What follows belongs to an exercise in optimizing a design on an open flow for small area; a production flow would make more cautious choices. RTL that was checked went through simulation tests only; none was proved equivalent to the original. Power is estimated from default activity; no workload was simulated.

==> inputs of raven <==
==> flow/design.v <==
`timescale 1ns/1ps
module row_mux (
	input  logic [20-1:0]               sel,
	input  logic [20*10-1:0]   d,
	output logic [10-1:0]               y
);
	always_comb begin
		y = '0;
		for (int q = 0; q < 20; q++) y |= sel[q] ? d[q*10 +: 10] : '0;
	end
endmodule
`timescale 1ns/1ps
module tetris_core (
	input  logic                    clk,
	input  logic                    reset,
	input  logic                    tick,
	input  logic                    start,
	input  logic                    left,
	input  logic                    right,
	input  logic                    rotate,
	input  logic                    down,
	input  logic [2:0]              next_kind,
	input  logic [5-1:0]       row_sel,
	output logic [10-1:0]  row_bits,
	output logic                    playing,
	output logic                    game_over,
	output logic [10-1:0]     lines,
	output logic [6-1:0]     level
);
	logic [10-1:0] ring [20];
	logic [4:0] ph;
	logic [4:0] ph_next;
	logic [10-1:0] cur_row;    
	logic [10-1:0] next_row;   
	logic [10-1:0] wr_row;
	logic [5:0] diff;
	logic [4:0] idx;
	logic [20-1:0] sel;
	logic [20*10-1:0] flat;
	assign cur_row = ring[0];
	assign next_row = ring[1];
	always_ff @(posedge clk) begin
		for (int q = 0; q < 20 - 1; q++) begin
			ring[q] <= ring[q + 1];
		end
		ring[20 - 1] <= wr_row;
	end
	assign ph_next = (ph == 5'd19) ? 5'd0 : ph + 1'b1;
	always_ff @(posedge clk) begin
		if (reset) ph <= '0;
		else ph <= ph_next;
	end
	assign diff = {1'b0, row_sel} - {1'b0, ph};
	assign idx = diff[5] ? diff[4:0] + 5'd20 : diff[4:0];
	always_comb begin
		for (int q = 0; q < 20; q++) begin
			sel[q] = (idx == q) && (row_sel < 20);
			flat[q*10 +: 10] = ring[q];
		end
	end
	row_mux u_mux (.sel(sel), .d(flat), .y(row_bits));
	logic [7:0] shp_nb;
	logic [3:0] shp_far;
	logic [3:0] shp_pcx;
	logic [4:0] shp_prow;     
	logic [13:0] shp_mask;    
	logic dm2, dm1, dz, dp1, dp2;
	localparam logic [2:0] ST_IDLE  = 3'd0;
	localparam logic [2:0] ST_WIPE  = 3'd1;
	localparam logic [2:0] ST_READY = 3'd2;
	localparam logic [2:0] ST_TEST  = 3'd3;
	localparam logic [2:0] ST_LOCK  = 3'd4;
	logic [2:0] state;
	logic act;             
	logic run;             
	logic last;            
	logic [7:0] nb_q;
	logic [3:0] far_q;
	logic no_turn;         
	logic [4:0] rel_q;
	logic [3:0] pcx_q;
	logic [7:0] nb_cw, nb_ccw;
	logic [3:0] far_cw, far_ccw;
	logic rot_req;
	logic rot_go;
	logic sh_go;
	logic sh_left;
	logic dn_go;
	logic sp_go;           
	logic acc;             
	logic [2:0] cnt;       
	logic first;           
	logic dly;             
	logic [10-1:0] hold;
	logic rotate_d;
	logic rot_latch;
	logic rot_edge;
	logic [3:0] grav;      
	logic grav_due;
	logic sat;             
	logic [10-1:0] pmask;
	logic [10-1:0] v;
	logic entry;
	logic off_rows;
	logic hit_side;
	logic hit_down;
	logic hit_now;
	logic hit_all;
	logic [4:0] rel_inc;
	logic [7:0] sp_nb;
	logic sp_i;
	assign rot_edge = rotate && !rotate_d;
	assign no_turn = nb_q[0] && nb_q[7] && nb_q[6];
	assign rot_req = (rot_latch || rot_edge) && !no_turn;
	assign level = (sat || lines[8]) ? '1 : lines[7:2];
	assign grav_due = (level > 6'(8)) || (grav > 4'd8);
	assign shp_nb = nb_q;
	assign shp_far = far_q;
	assign shp_pcx = pcx_q;
	assign nb_cw = {nb_q[5:0], nb_q[7:6]};
	assign far_cw = {far_q[2:0], far_q[3]};
	assign nb_ccw = {nb_q[1:0], nb_q[7:2]};
	assign far_ccw = {far_q[0], far_q[3:1]};
	assign dm2 = rel_q == 5'd18;
	assign dm1 = rel_q == 5'd19;
	assign dz  = rel_q == 5'd0;
	assign dp1 = rel_q == 5'd1;
	assign dp2 = rel_q == 5'd2;
	assign shp_prow[0] = dz & shp_far[2];
	assign shp_prow[1] = (dm1 & shp_nb[5]) | (dz & shp_nb[4]) | (dp1 & shp_nb[3]);
	assign shp_prow[2] = (dm2 & shp_far[3]) | (dm1 & shp_nb[6]) | dz | (dp1 & shp_nb[2]) | (dp2 & shp_far[1]);
	assign shp_prow[3] = (dm1 & shp_nb[7]) | (dz & shp_nb[0]) | (dp1 & shp_nb[1]);
	assign shp_prow[4] = dz & shp_far[0];
	logic [15:0] pc_oh;
	always_comb begin
		for (int j = 0; j < 16; j++) pc_oh[j] = shp_pcx == 4'(j);
		for (int c = 0; c < 14; c++) begin
			shp_mask[c] = 1'b0;
			for (int k = 0; k < 5; k++) if (c + 2 - k >= 0 && c + 2 - k < 16) shp_mask[c] |= shp_prow[k] & pc_oh[c + 2 - k];
		end
	end
	assign pmask = shp_mask[11:2];
	assign run = (state == ST_WIPE || state == ST_TEST || state == ST_LOCK) && (act || ph == 5'd0);
	assign last = run && ph == 5'd19;
	assign v = cur_row | (first ? pmask : '0);
	assign entry = run && state == ST_LOCK && cnt != 3'd0 && ph == 5'd0;
	always_comb begin
		if ((run && state == ST_WIPE) || entry) wr_row = '0;
		else if (dly) wr_row = hold;
		else wr_row = v;
	end
	assign off_rows = (|shp_prow) && (
		(ph == 5'd19 && (rel_q == 5'd18 || rel_q == 5'd19)) || (ph == 5'd18 && rel_q == 5'd18) ||
		(ph == 5'd0 && (rel_q == 5'd1 || rel_q == 5'd2)) || (ph == 5'd1 && rel_q == 5'd2));
	assign hit_side = |(pmask & cur_row) || shp_mask[0] || shp_mask[1] || shp_mask[12] || shp_mask[13] || off_rows;
	assign hit_down = |(pmask & ((ph == 5'd19) ? {10{1'b1}} : next_row));
	assign hit_now = (rot_go || sh_go || sp_go) ? hit_side : hit_down;
	assign hit_all = acc || hit_now;
	always_comb begin
		case (next_kind)
			3'd1: sp_nb = 8'b0101_0001;
			3'd2: sp_nb = 8'b1100_0001;
			3'd3: sp_nb = 8'b1001_0001;
			3'd4: sp_nb = 8'b0011_0001;
			3'd5: sp_nb = 8'b1101_0000;
			3'd6: sp_nb = 8'b0110_0001;
			default:  sp_nb = 8'b0001_0001;
		endcase
	end
	assign sp_i = next_kind == 3'd7;
	assign rel_inc = (rel_q == 5'd19) ? 5'd0 : rel_q + 1'b1;
	always_ff @(posedge clk) begin
		hold <= v;
	end
	always_ff @(posedge clk) begin
		if (reset) begin
			state <= ST_WIPE;
			act <= 1'b0;
			rot_go <= 1'b0;
			sh_go <= 1'b0;
			dn_go <= 1'b0;
			sp_go <= 1'b0;
			dly <= 1'b0;
			first <= 1'b0;
			rotate_d <= 1'b0;
			rot_latch <= 1'b0;
			playing <= 1'b0;
			game_over <= 1'b0;
			lines <= '0;
			sat <= 1'b0;
		end else begin
			rotate_d <= rotate;
			if (rot_edge) rot_latch <= 1'b1;
			act <= run && !last;
			rel_q <= rel_inc;
			sat <= sat || lines[8];
			if (run) begin
				acc <= (ph != 5'd0 && acc) || hit_now;
			end
			case (state)
				ST_IDLE: begin
					if (start) begin
						rot_latch <= 1'b0;
						playing <= 1'b1;
						game_over <= 1'b0;
						lines <= '0;
						sat <= 1'b0;
						nb_q <= sp_nb;
						far_q <= sp_i ? 4'b0100 : 4'b0000;
						rel_q <= sp_i ? ph_next : ph;
						pcx_q <= sp_i ? 4'd7 : 4'd6;
						grav <= '0;
						state <= ST_WIPE;
					end
				end
				ST_WIPE: begin
					if (last) state <= playing ? ST_READY : ST_IDLE;
				end
				ST_READY: begin
					if (tick) begin
						rot_go <= rot_req;
						if (rot_req) begin
							nb_q <= nb_cw;
							far_q <= far_cw;
						end else if (left ^ right) begin
							pcx_q <= left ? pcx_q - 1'b1 : pcx_q + 1'b1;
						end
						rot_latch <= 1'b0;
						sh_go <= left ^ right;
						sh_left <= left;
						dn_go <= down || grav_due;
						grav <= (down || grav_due) ? level[3:0] : grav + 1'b1;
						state <= ST_TEST;
					end
				end
				ST_TEST: begin
					if (!rot_go && !sh_go && !dn_go && !sp_go) begin
						state <= ST_READY;
					end else if (run) begin
						if (!rot_go && !sh_go && !sp_go) begin
							cnt <= ((ph == 5'd0) ? 3'd0 : cnt) + {2'b0, &(cur_row | pmask)};
						end
						if (last) begin
							if (rot_go) begin
								rot_go <= 1'b0;
								if (hit_all) begin
									nb_q <= nb_ccw;
									far_q <= far_ccw;
								end
								if (sh_go) pcx_q <= sh_left ? pcx_q - 1'b1 : pcx_q + 1'b1;
							end else if (sh_go) begin
								sh_go <= 1'b0;
								if (hit_all) pcx_q <= sh_left ? pcx_q + 1'b1 : pcx_q - 1'b1;
							end else if (sp_go) begin
								sp_go <= 1'b0;
								playing <= !hit_all;
								game_over <= hit_all;
								state <= hit_all ? ST_IDLE : ST_READY;
							end else begin
								dn_go <= 1'b0;
								if (!hit_all) begin
									rel_q <= rel_q;   
								end else begin
									first <= 1'b1;
									state <= ST_LOCK;
								end
							end
						end
					end
				end
				ST_LOCK: begin
					if (run) begin
						dly <= (entry || dly) && !(&v);
					end
					if (entry) begin
						lines <= lines + 1'b1;
					end
					if (last) begin
						first <= 1'b0;
						if (cnt > 3'd1) begin
							cnt <= cnt - 1'b1;
						end else begin
							nb_q <= sp_nb;
							far_q <= sp_i ? 4'b0100 : 4'b0000;
							rel_q <= sp_i ? ph_next : ph;
							pcx_q <= sp_i ? 4'd7 : 4'd6;
							grav <= level[3:0];
							if (first) begin
								sp_go <= 1'b1;
								state <= ST_TEST;
							end else begin
								state <= ST_READY;
							end
						end
					end
				end
				default: state <= ST_IDLE;
			endcase
		end
	end
endmodule
==> flow/flow/run.sh <==
#!/bin/bash
# The standard layout (standard.sh) with two changes:
#  - each port gets the smallest buffer, buf_1, as its port buffer
#  - clock tree synthesis inserts no dummy loads
# The full output of the flow goes to standard.log in the work folder.
cd "$(dirname "$0")/.."
export BUFFER_PORTS_ARGS="-buffer_cell sky130_fd_sc_hd__buf_1"
export CTS_ARGS="-sink_clustering_enable -repair_clock_nets -sink_clustering_size 16 -sink_clustering_max_diameter 80 -buf_list sky130_fd_sc_hd__clkbuf_8 -dont_use_dummy_load"
bash standard.sh > standard.log 2>&1
==> flow/standard.sh <==
#!/bin/bash
# synth_recipe.tcl (not shown) runs the flow's synth.tcl, then flattens the netlist and writes it again
# the make line also repeats each setting of config.mk as NAME=value (left out here)
make -C /OpenROAD-flow-scripts/flow DESIGN_CONFIG=/design/flow/config.mk WORK_HOME=/design/flow/orfs CLKGATE_MAP_FILE= SYNTH_SCRIPT=/design/flow/synth_recipe.tcl "${@:-finish}"
==> flow/config.mk <==
export PLATFORM = sky130hd
export DESIGN_NAME = tetris_core
export DESIGN_NICKNAME = tetris_core
export VERILOG_FILES = /design/flow/design.v
export SDC_FILE = /design/flow/constraint.sdc
export NUM_CORES = 4
export LEC_CHECK = 0
export CAP_MARGIN = 0
export CORE_MARGIN = 2
export CORE_UTILIZATION = 60
export PLACE_DENSITY = 0.7
export SLEW_MARGIN = 0
export SYNTH_HIERARCHICAL = 1
==> flow/constraint.sdc <==
create_clock -name core_clock -period 10.0 [get_ports {clk}]
set_input_delay 2.0000 -clock core_clock [delete_from_list [all_inputs] [get_ports {clk}]]
set_output_delay 2.0000 -clock core_clock [all_outputs]
set_load 0.01 [all_outputs]
==> maple (differences from raven) <==
--- a/flow/design.v
+++ b/flow/design.v
@@ -89,5 +89,7 @@
 	logic sp_go;           
 	logic acc;             
-	logic [2:0] cnt;       
+	logic full_seen;       
+	logic del_pass;        
+	logic del_now;
 	logic first;           
 	logic dly;             
@@ -144,5 +146,6 @@
 	assign last = run && ph == 5'd19;
 	assign v = cur_row | (first ? pmask : '0);
-	assign entry = run && state == ST_LOCK && cnt != 3'd0 && ph == 5'd0;
+	assign entry = run && state == ST_LOCK && full_seen && ph == 5'd0;
+	assign del_now = (ph == 5'd0) ? full_seen : del_pass;
 	always_comb begin
 		if ((run && state == ST_WIPE) || entry) wr_row = '0;
@@ -239,5 +242,5 @@
 					end else if (run) begin
 						if (!rot_go && !sh_go && !sp_go) begin
-							cnt <= ((ph == 5'd0) ? 3'd0 : cnt) + {2'b0, &(cur_row | pmask)};
+							full_seen <= (ph != 5'd0 && full_seen) || &(cur_row | pmask);
 						end
 						if (last) begin
@@ -272,4 +275,6 @@
 					if (run) begin
 						dly <= (entry || dly) && !(&v);
+						del_pass <= del_now;
+						full_seen <= (ph != 5'd0 && full_seen) || (del_now && !entry && !dly && (&v));
 					end
 					if (entry) begin
@@ -278,7 +283,5 @@
 					if (last) begin
 						first <= 1'b0;
-						if (cnt > 3'd1) begin
-							cnt <= cnt - 1'b1;
-						end else begin
+						if (!(full_seen || (del_now && !dly && (&v)))) begin
 							nb_q <= sp_nb;
 							far_q <= sp_i ? 4'b0100 : 4'b0000;
CAP_MARGIN = 20   (was 0)
SLEW_MARGIN = 20   (was 0)
==> yarrow (differences from raven) <==
--- a/flow/design.v
+++ b/flow/design.v
@@ -5,7 +5,30 @@
 	output logic [10-1:0]               y
 );
+	logic [10-1:0] g_n [7];
+	logic [20:0] sel21;
+	logic [21*10-1:0] d21;
+	assign sel21 = {1'b0, sel};
+	assign d21 = {{10{1'b0}}, d};
+	for (genvar g = 0; g < 7; g++) begin : grp
+		row_mux3 u_g (
+			.sel (sel21[3*g +: 3]),
+			.d   (d21[3*g*10 +: 3*10]),
+			.y_n (g_n[g])
+		);
+	end
 	always_comb begin
 		y = '0;
-		for (int q = 0; q < 20; q++) y |= sel[q] ? d[q*10 +: 10] : '0;
+		for (int g = 0; g < 7; g++) y |= ~g_n[g];
+	end
+endmodule
+module row_mux3 (
+	input  logic [2:0]                 sel,
+	input  logic [3*10-1:0]   d,
+	output logic [10-1:0]     y_n
+);
+	always_comb begin
+		for (int c = 0; c < 10; c++) begin
+			y_n[c] = !((sel[0] && d[c]) || (sel[1] && d[10 + c]) || (sel[2] && d[2*10 + c]));
+		end
 	end
 endmodule
CAP_MARGIN = 20   (was 0)
SLEW_MARGIN = 20   (was 0)
==> nickel (differences from raven) <==
==> flow/flow/run.sh (replaced) <==
#!/bin/bash
# The standard layout (standard.sh) with these changes:
#  - each port gets the smallest buffer, buf_1, as its port buffer
#  - timing-driven global placement does not keep its trial resizing
#    (repair_design after placement still fixes slew and capacitance)
#  - clock tree synthesis uses clkbuf_8 in clusters of at most 16 sinks and
#    inserts no dummy loads
# The full output of the flow goes to standard.log in the work folder.
cd "$(dirname "$0")/.."
export BUFFER_PORTS_ARGS="-buffer_cell sky130_fd_sc_hd__buf_1"
export GPL_KEEP_OVERFLOW=0
export CTS_ARGS="-sink_clustering_enable -repair_clock_nets -sink_clustering_size 16 -sink_clustering_max_diameter 80 -buf_list sky130_fd_sc_hd__clkbuf_8 -dont_use_dummy_load"
bash standard.sh > standard.log 2>&1
CAP_MARGIN = 20   (was 0)
SLEW_MARGIN = 20   (was 0)
==> qor summary <==
quantity                                                              yarrow        maple        raven       nickel
Result of the run                                   timing/DRC/antenna clean  timing/DRC/antenna clean  timing/DRC/antenna clean  timing/DRC/antenna clean
Data arrival time of the critical path                               5.58 ns      5.83 ns      5.80 ns      5.78 ns
Via count of the first global-routing pass                              7642         8348         7522         7465
Sequential area share after synthesis                                 53.27%       50.85%       54.79%       54.79%
Final clock-cell share                                                2.466%       2.350%       2.504%       2.510%
Worst-case setup margin in the final layout                         2.417 ns     2.169 ns     2.204 ns     2.216 ns
Leakage power summed over all cells                                 4.106 nW     4.341 nW     4.114 nW     4.051 nW
Seq group                                                            1.15 mW      1.17 mW      1.11 mW      1.11 mW
Placer Congestion                                                     0.9596        1.025       0.9303       0.9382
Site row count                                                            48           49           48           48
Sequential group share of total power                                  64.8%        58.3%        64.2%        64.3%
Netlist area before placement                                     10710 um^2   11160 um^2   10410 um^2   10410 um^2
Power of the clock network                                          0.493 mW     0.494 mW     0.501 mW     0.499 mW
Cell count after placement                                              1252         1329         1224         1210
Worst Reg2Reg Path Length in Cells                                        11            9           10           10
Non-CTS buffers                                                           51           61           62           48
Post-DR vias/cell                                                      6.395        6.632        6.356        6.475
Clk sinks                                                                270          269          270          270
Insertion delay of the later-clocked pin in the worst-skew pair      0.54 ns      0.55 ns      0.54 ns      0.54 ns
Endpoint of the worst setup timing path                          row_bits[4]  row_bits[2]  row_bits[9]  row_bits[9]
Skew final                                                        0.04793 ns   0.05631 ns   0.02707 ns   0.02089 ns
Yosys synthesis warning count                                             11            9            9            9
Only the layout flow was run in maple and yarrow; the RTL was not checked for function there.

## separate check: timing with driven ports
Ports are ideal in the flow. The routed layouts listed here were re-timed in OpenROAD.
Step 1 (the two cells are an assumption about what drives the block):
set clk [get_ports {clk}]
set_driving_cell -lib_cell sky130_fd_sc_hd__clkbuf_16 $clk
set_driving_cell -lib_cell sky130_fd_sc_hd__buf_2 [delete_from_list [all_inputs] $clk]
Step 2 times the ports against the registers' clock, not the clock port: input delays grow and output delays shrink by t, the midpoint of the rising clock arrivals with the driver on.
Slacks: no drivers / after step 1 / after step 2; pairs: no drivers / after step 1.
run | t (ns) | slack for setup (ns) | latest minus earliest clock arrival (ns) | pins driven straight from the clock port
raven | 0.565 | 2.204 / 2.180 / 2.180 | 0.029 / 0.029 | 1
maple | 0.557 | 2.169 / 2.149 / 2.149 | 0.061 / 0.060 | 1
yarrow | 0.556 | 2.417 / 2.396 / 2.396 | 0.051 / 0.051 | 1
nickel | 0.571 | 2.216 / 2.194 / 2.194 | 0.021 / 0.021 | 1
After both steps setup and hold are still met in every run listed. The setup slack of raven, which loses most, moves by -0.024 ns with the drivers and by -0.024 ns with both steps.
